This design comes from an exercise in tuning for small area, a short achievable clock period and few clock cycles per item on the open sky130 flow, not from production work.
Function was not checked in any run shown here: the RTL went through the layout flow alone.

==> flow/design.v (outline; a module is shown in full before it is edited, if it fits) <==
// module pla_ctrl: 89 lines
// module pla_dp: 1985 lines
// module polyline_length_accumulator_core: 43 lines
module polyline_length_accumulator_core (
    input  logic        i_clk,
    input  logic        i_rst_n,
    input  logic        i_in_valid,
    output logic        o_in_stall,
    input  logic [15:0] i_in_x,
    input  logic [15:0] i_in_y,
    input  logic        i_in_last,
    output logic        o_out_valid,
    input  logic        i_out_stall,
    output logic [31:0] o_out_length,
    output logic [15:0] o_out_count
);
  // ...
==> flow/flow/run.sh <==
#!/bin/bash
# the standard layout (the standard.sh: unchanged synthesis, floorplan,
# placement, clock tree, routing), with its timing repair aimed at a shorter
# period than the clock's: setup repair keeps going until each path has the
# margin below, instead of stopping once the 10 ns clock is met
bash standard.sh SETUP_SLACK_MARGIN=${MARGIN:-6.5} TNS_END_PERCENT=100 finish > standard.log 2>&1
==> flow/standard.sh <==
#!/bin/bash
# synth_recipe.tcl (not shown) runs the flow's synth.tcl, then flattens the netlist and writes it again
# the make line also repeats each setting of config.mk as NAME=value (left out here)
make -C /OpenROAD-flow-scripts/flow DESIGN_CONFIG=/design/flow/config.mk WORK_HOME=/design/flow/orfs CLKGATE_MAP_FILE= SYNTH_SCRIPT=/design/flow/synth_recipe.tcl "${@:-finish}"
==> flow/config.mk <==
export PLATFORM = sky130hd
export DESIGN_NAME = polyline_length_accumulator_core
export DESIGN_NICKNAME = polyline_length_accumulator_core
export VERILOG_FILES = /design/flow/design.v
export SDC_FILE = /design/flow/constraint.sdc
export NUM_CORES = 4
export LEC_CHECK = 0
export ABC_AREA = 1
export CAP_MARGIN = 20
export CORE_MARGIN = 2
export CORE_UTILIZATION = 40
export CTS_BUF_LIST = sky130_fd_sc_hd__clkbuf_16
export CTS_CLUSTER_DIAMETER = 60
export CTS_CLUSTER_SIZE = 25
export SLEW_MARGIN = 20
==> flow/constraint.sdc <==
create_clock -name core_clock -period 10.0 [get_ports {i_clk}]
set_input_delay 2.0000 -clock core_clock [delete_from_list [all_inputs] [get_ports {i_clk}]]
set_output_delay 2.0000 -clock core_clock [all_outputs]
set_load 0.01 [all_outputs]
==> qor.yml, run 1 <==
outcome:
  status: "complete, no violations"
layout:
  utilization_pct: 47.7
  clockNetworkAreaShare_pct: 4.17
  largest-register: "u_ctrl.r_e"
  nonClkBufAreaFrac_pct: 5.78
  final.clkbuf_count: 52
  dominant-cell-class: "multi-input gates"
  multiInputGateArea_um2: 21700
logic_synthesis:
  netlist_instances: 4548
  synth_warnings: 3
  yosys-top-cells-count: "nand2_1, inv_1, dfxtp_1, nand3_1, ha_1"
worst_setup_path:
  cp.required_ns: 10.52
  cp-end-kind: "flop"
  cp_slowest_cell: "dfxtp_4"
  worstPathArrival_ns: 4.01
  r2r_slack_ns: 6.52
clock_network:
  cts.sinks: 687
  cts_setup_buffers: 53
  cts-root-buf: "clkbuf_16"
  clk_pin_slew_ns: 0.09
route:
  via_per_inst: 4.73
  drcViolationCount: 0
  wl_met1_mm: 37.0
timing:
  period_minus_slack_ns: 3.48
  whs_ns: 0.296
global_route:
  grt_max_degree: 88
  grt_use_met2_pct: 29.0
  overflow: 0
place:
  place_congestion: 0.835
die:
  die-area_um2: 99000
  io_pins: 87
min_path:
  hp-start: "u_dp.q3_rad[9]"
  hp-class: "reg -> reg"
==> inputs of run 2 (changes only) <==
--- a/flow/design.v
+++ b/flow/design.v
@@ -97,16 +97,18 @@
     output logic [16:0] o_root,
     output logic        o_seg,
     output logic        o_last
 );
     logic        r_have_prev;
     logic [15:0] r_lp_x, r_lp_y;
     logic [16:0] b_dx, b_dy;
     logic        b_seg, b_last;
+    logic [15:0] a_x, a_y;
+    logic        a_v, a_seg, a_last;
     logic [15:0] cx, cy;
     logic        cv, cseg, clast;
     logic pp1;
     logic pp2;
     logic pp3;
     logic pp4;
     logic pp5;
     logic pp6;
@@ -1061,19 +1063,19 @@
     logic q7_last;
     logic [17:0] r817;
     logic [15:0] q818;
     logic [18:0] r819;
     logic [16:0] q820;
     logic [16:0] q8_q;
     logic q8_seg;
     logic q8_last;
-    assign cx = i_in_x;
-    assign cy = i_in_y;
-    assign cv = i_xfer;
+    assign cx = a_x;
+    assign cy = a_y;
+    assign cv = a_v;
     assign pp1 = b_dx[0] & b_dx[1];
     assign pp2 = b_dx[0] & b_dx[2];
     assign pp3 = b_dx[0] & b_dx[3];
     assign pp4 = b_dx[0] & b_dx[4];
     assign pp5 = b_dx[0] & b_dx[5];
     assign pp6 = b_dx[0] & b_dx[6];
     assign pp7 = b_dx[0] & b_dx[7];
     assign pp8 = b_dx[0] & b_dx[8];
@@ -1888,16 +1890,18 @@
     assign q814 = {q6_q, ~r813[15]};
     assign r815 = {r813[14:0], q6_rad[5], q6_rad[4]} + {~r813[15], q814 ^ {14{~r813[15]}}, 2'b11};
     assign q816 = {q814, ~r815[16]};
     assign r817 = {q7_r[15:0], q7_rad[3], q7_rad[2]} + {~q7_r[16], q7_q ^ {15{~q7_r[16]}}, 2'b11};
     assign q818 = {q7_q, ~r817[17]};
     assign r819 = {r817[16:0], q7_rad[1], q7_rad[0]} + {~r817[17], q818 ^ {16{~r817[17]}}, 2'b11};
     assign q820 = {q818, ~r819[18]};
     always_ff @(posedge i_clk) begin
+        a_x <= i_in_x;
+        a_y <= i_in_y;
         if (cv) begin
             r_lp_x <= cx;
             r_lp_y <= cy;
         end
         b_dx <= {cx[15], cx} - {r_lp_x[15], r_lp_x};
         b_dy <= {cy[15], cy} - {r_lp_y[15], r_lp_y};
         t_c0_0 <= b_dx[0];
         t_c0_1 <= b_dy[0];
@@ -2014,16 +2018,19 @@
         q6_q <= q812;
         q6_r <= r811;
         q6_rad <= q5_rad[7:0];
         q7_q <= q816;
         q7_r <= r815;
         q7_rad <= q6_rad[3:0];
         q8_q <= q820;
         if (!i_rst_n) begin
+            a_v         <= 1'b0;
+            a_seg       <= 1'b0;
+            a_last      <= 1'b0;
             r_have_prev <= 1'b0;
             b_seg       <= 1'b0;
             b_last      <= 1'b0;
             t_seg <= 1'b0;
             t_last <= 1'b0;
             s_seg <= 1'b0;
             s_last <= 1'b0;
             q1_seg <= 1'b0;
@@ -2039,18 +2046,21 @@
             q6_seg <= 1'b0;
             q6_last <= 1'b0;
             q7_seg <= 1'b0;
             q7_last <= 1'b0;
             q8_seg <= 1'b0;
             q8_last <= 1'b0;
         end else begin
             if (i_xfer) r_have_prev <= !i_in_last;
-            b_seg  <= i_xfer & r_have_prev;
-            b_last <= i_xfer & i_in_last;
+            a_v    <= i_xfer;
+            a_seg  <= i_xfer & r_have_prev;
+            a_last <= i_xfer & i_in_last;
+            b_seg  <= a_seg;
+            b_last <= a_last;
             t_seg <= b_seg;
             t_last <= b_last;
             s_seg <= t_seg;
             s_last <= t_last;
             q1_seg <= s_seg;
             q1_last <= s_last;
             q2_seg <= q1_seg;
             q2_last <= q1_last;
--- a/flow/config.mk
+++ b/flow/config.mk
@@ -5,11 +5,11 @@
 export SDC_FILE = /design/flow/constraint.sdc
 export NUM_CORES = 4
 export LEC_CHECK = 0
 export ABC_AREA = 1
 export CAP_MARGIN = 20
 export CORE_MARGIN = 2
 export CORE_UTILIZATION = 40
 export CTS_BUF_LIST = sky130_fd_sc_hd__clkbuf_16
-export CTS_CLUSTER_DIAMETER = 60
-export CTS_CLUSTER_SIZE = 25
+export CTS_CLUSTER_DIAMETER = 80
+export CTS_CLUSTER_SIZE = 30
 export SLEW_MARGIN = 20
==> run 2 against run 1 <==
Against the previous run:
- first-iteration DRC count decreased by 0.95%
- utilization decreased by 0.30 points
- critical path type unchanged
- flip-flop and latch count increased by 35
- synthesized cell count increased by 1.1%
- largest cell class unchanged
==> qor.yml, run 2 <==
timing:
  maxSlewViolCount: 0  # unchanged
  rsz0062_at_grt: "yes"  # unchanged
  tns_ns: 0  # unchanged
  setup_violations: 0  # unchanged
  period_share_pct: 35.7  # was 34.8%
  timing.fmax_ghz: 0.280  # was 0.287 GHz
  hold_viol_final: 0  # unchanged
  fin_skew_ns: 0.0300  # was 0.0358 ns
  period_minus_slack_ns: 3.57  # was 3.48 ns
  worstMarginPinSlew_ns: 0.897  # was 0.802 ns
  relSlewSlack_pct: 40.1  # was 45.9%
min_path:
  hold_depth: 0  # unchanged
  hp-class: "reg -> reg"  # unchanged
  hp-start: "u_dp.q1_rad[3]"  # was u_dp.q3_rad[9]
die:
  die_x_um: 317  # was 315 um
  die-area_um2: 101000  # was 99,000 um^2
  rows: 114  # was 113
  start_util_pct: 40.5  # about the same
  die_h_um: 317  # was 315 um
  io_pins: 87  # unchanged
  core_um2: 97000  # was 95,300 um^2
route:
  drtPass1Iterations: 7  # was 5
  routed_wl_mm: 84.4  # was 83.0 mm
  drcViolationCount: 0  # unchanged
  wire_per_inst_um: 13.8  # was 13.7 um
  via_per_inst: 4.74  # was 4.73
  ant_nets: 0  # unchanged
  drt-initial-drc-count: 1460  # was 1,474
  vias: 28903  # was 28,618
global_route:
  overflow: 0  # unchanged
  first_global_vias: 27568  # was 27,612
  antenna_found_initial: 0  # unchanged
  grt_max_degree: 93  # was 88
  grt_pass1_wl_mm: 132  # was 134 mm
  grt_usage_pct: 15.9  # was 16.3%
worst_setup_path:
  worstPathArrival_ns: 4.12  # was 4.01 ns
  reg2reg_depth: 24  # was 19
  crit_type: "reg -> reg"  # unchanged
  critPathBufInv: 2  # was 3
  crit_chain: "clkbuf_16, xnor2_4, ha_4, a21oi_4, o21a_1, o21ai_2, a21oi_2, nand2_1, nand2_2, nand2_4, xor2_1, ha_1, nand2_1, o21ai_2, nand2_1, a21oi_2, nand2_1, nand2_2, nand2_1, nand2_1, nand2_1, nand2_2, buf_4, xor2_1"  # was buf_8, xnor2_2, ha_4, a21oi_4, o31ai_4, a21oi_2, a21o_1, nand2_2, xor2_1, ha_1, inv_2, nor2_4, nand3_2, o211ai_1, buf_4, a21boi_4, o21ai_2, a21oi_2, xor2_1
  crit_fanout: 6  # unchanged
  critPathLaunch: "u_dp.q6_r[14]"  # was u_dp.q5_r[12]
  critPathLaunchType: "flop"  # unchanged
  cp_slowest_cell: "dfxtp_4"  # unchanged
  crit_family: "simple AND/OR/NAND/NOR gates"  # was compound AO/OA/AOI/OAI gates
  rr_startpoint: "u_dp.q6_r[14]"  # was u_dp.q5_r[12]
  crit_cells: 24  # was 19
  critPathMaxStageDelay_ns: 0.40  # was 0.39 ns
  cp.required_ns: 10.55  # was 10.52 ns
  crit_top_cell: "nand2_1"
  cp-end-kind: "flop"  # unchanged
logic_synthesis:
  netlist_instances: 4600  # was 4,548
  synth_edf_count: 80  # unchanged
  synth_nets: 5116  # was 5,064
  synthTopCellsByArea: "dfxtp_1, fa_1, nand2_1"  # unchanged
  synthMostInstantiatedCell: "nand2_1"  # unchanged
  synthArstFlopShare_pct: 0  # unchanged
  yosys_register_bits: 722  # was 687
  synth_top_area_cell: "dfxtp_1"  # unchanged
  synth_warnings: 3  # unchanged
  syn_area_per_cell_um2: 8.54  # was 8.48 um^2
  synth.distinct_cells: 46  # was 45
  synth_top_flop_cell: "dfxtp_1"  # unchanged
  synth_seq_area_share_pct: 38.8  # was 37.7%
  netlist_area_um2: 39300  # was 38,600 um^2
  yosys-top-cells-count: "nand2_1, inv_1, dfxtp_1, nand3_1, ha_1"  # unchanged
  synth_top_area_share_pct: 32.7  # was 31.5%
layout:
  synthToLayoutAreaGrowth_pct: 17.0  # was 17.7%
  drive_above_1_share_pct: 13.6  # was 14.1%
  nNetsFinal: 5316  # was 5,255
  antenna_cells: 0  # unchanged
  mostFrequentLayoutCells: "nand2_1, inv_1, dfxtp_1"  # unchanged
  top_regs: "u_ctrl.r_e x144, u_dp.s_rad x33, u_dp.q1_rad x28"  # unchanged
  largest-register: "u_ctrl.r_e"  # unchanged
  mostFrequentLayoutCell: "nand2_1"  # unchanged
  largest_register_ff_count: 144  # unchanged
place:
  place_congestion: 0.835  # about the same
  dp_hpwl_mm: 56.8  # was 57.8 mm
  io_buffers: 86  # unchanged
clock_network:
  cts.sinks: 722  # was 687
  ctsHoldBuffers: 0  # unchanged
  cts_tree: "done"  # unchanged
  htreeDepth: 2  # unchanged
  clock_latency_ns: 0.63  # was 0.64 ns
  cts_made_buffers: 38  # was 51
  cts-root-buf: "clkbuf_16"  # unchanged
  clk_pin_slew_ns: 0.11  # was 0.09 ns
  clockBufferDepth: 3  # unchanged
outcome:
  status: "complete, no violations"  # unchanged
flow_run:
  cap_violations: 0  # unchanged
==> run 2: cell count changes after synthesis, sizes merged, moves of 13 or more <==
cell   previous run  this run
nor2            184       169
dfxtp           607       642
inv             790       803
nand2           950       997
o21ai           201       165
==> run 2: cell type report <==
class	count	area [um^2]
clock inverter	24	332
tap	1276	1600
fill	9236	51000
timing repair inverter	1	8.76
inverter	804	3030
clock buffer	42	1050
timing repair buffer	302	2690
sequential	722	15400
multi-input combinational	2931	21900
==> run 2: through the flow <==
| step | area [um^2] | std cells | setup WS, ns | hold slack [ns] | utilization (%) |
|---|---|---|---|---|---|
| finish | 46000 | 6102 | 6.43 | 0.324 | 47.4 |
| global placement | 41300 | 5827 | 4.76 | 0.310 | 42.6 |
| global route | 46000 | 6102 | 6.20 | 0.330 | 47.4 |
| CTS | 43500 | 5951 | 6.46 | 0.328 | 44.9 |
| detailed placement | 41300 | 5827 | 4.77 | 0.312 | 42.6 |
| floorplan | 39500 | 4600 | 6.46 | 0.310 | - |
==> run 2: cells by family (layout without fill, tap and decap cells) <==
| logic type | Yosys count | in the layout | share of synthesized area [%] |
|---|---|---|---|
| XOR/XNOR | 352 | 352 | 7.87 |
| multiplexers | 12 | 12 | 0.306 |
| buffers and inverters | 958 | 1173 | 9.30 |
| AND/OR/NAND/NOR | 1604 | 1615 | 17.4 |
| flip-flops | 722 | 722 | 38.8 |
| AO/OA/AOI/OAI | 473 | 473 | 6.68 |
| adder cells (fa/ha/maj) | 479 | 479 | 19.6 |
==> run 2: layer usage <==
metal,GRT usage (%),up-vias,wire (um),share of wire (%)
met3,1.73,139,3240,3.8
met2,29.1,536,42300,50
met1,19.5,13536,36700,43
met4,4.63,0,2230,2.6
li1,-,14692,-,-
met5,0,-,0,0
==> run 2: path summary, 6_finish.rpt <==
check,end,slack (ns)
max,u_dp.q7_r[12],6.43
min reg2reg,u_dp.q2_rad[3],0.32
max reg2reg,u_dp.q7_r[12],6.43
min,u_dp.q2_rad[3],0.32
==> run 2: timing repair <==
item                                    CTS  global route
cloned                                    5            10
setup buffers                            53           141
resized for setup                       168           273
endpoints found under the hold margin     0             0
endpoints found under the setup margin  261           170
pin swaps                                33           176

re-timing with driven ports:
How much do the figures lean on ideal ports? The routed layouts below were timed once more, with nothing changed but the port constraints.
Step 1 sets driving cells, clkbuf_16 on the clock port and buf_2 on the other inputs (assumed; they add their load-dependent delay and slew).
Step 2 moves the port delays by t, midway between the first and last clock arrival at a register: inputs arrive t later, outputs are due t later. That takes back most of the time a late clock gives input paths.
Three values: ideal ports, drivers, drivers and shift; two values: the first two.
run	shift t [ns]	slack for setup (ns)	worst setup path at the end
run 1	0.675	6.516 / 6.516 / 5.942	input to register
run 2	0.670	6.435 / 6.435 / 6.241	input to register
After both steps setup and hold are still met in every run listed. The setup slack of run 1, which loses most, moves by 0.000 ns with the drivers and by -0.574 ns with both steps.
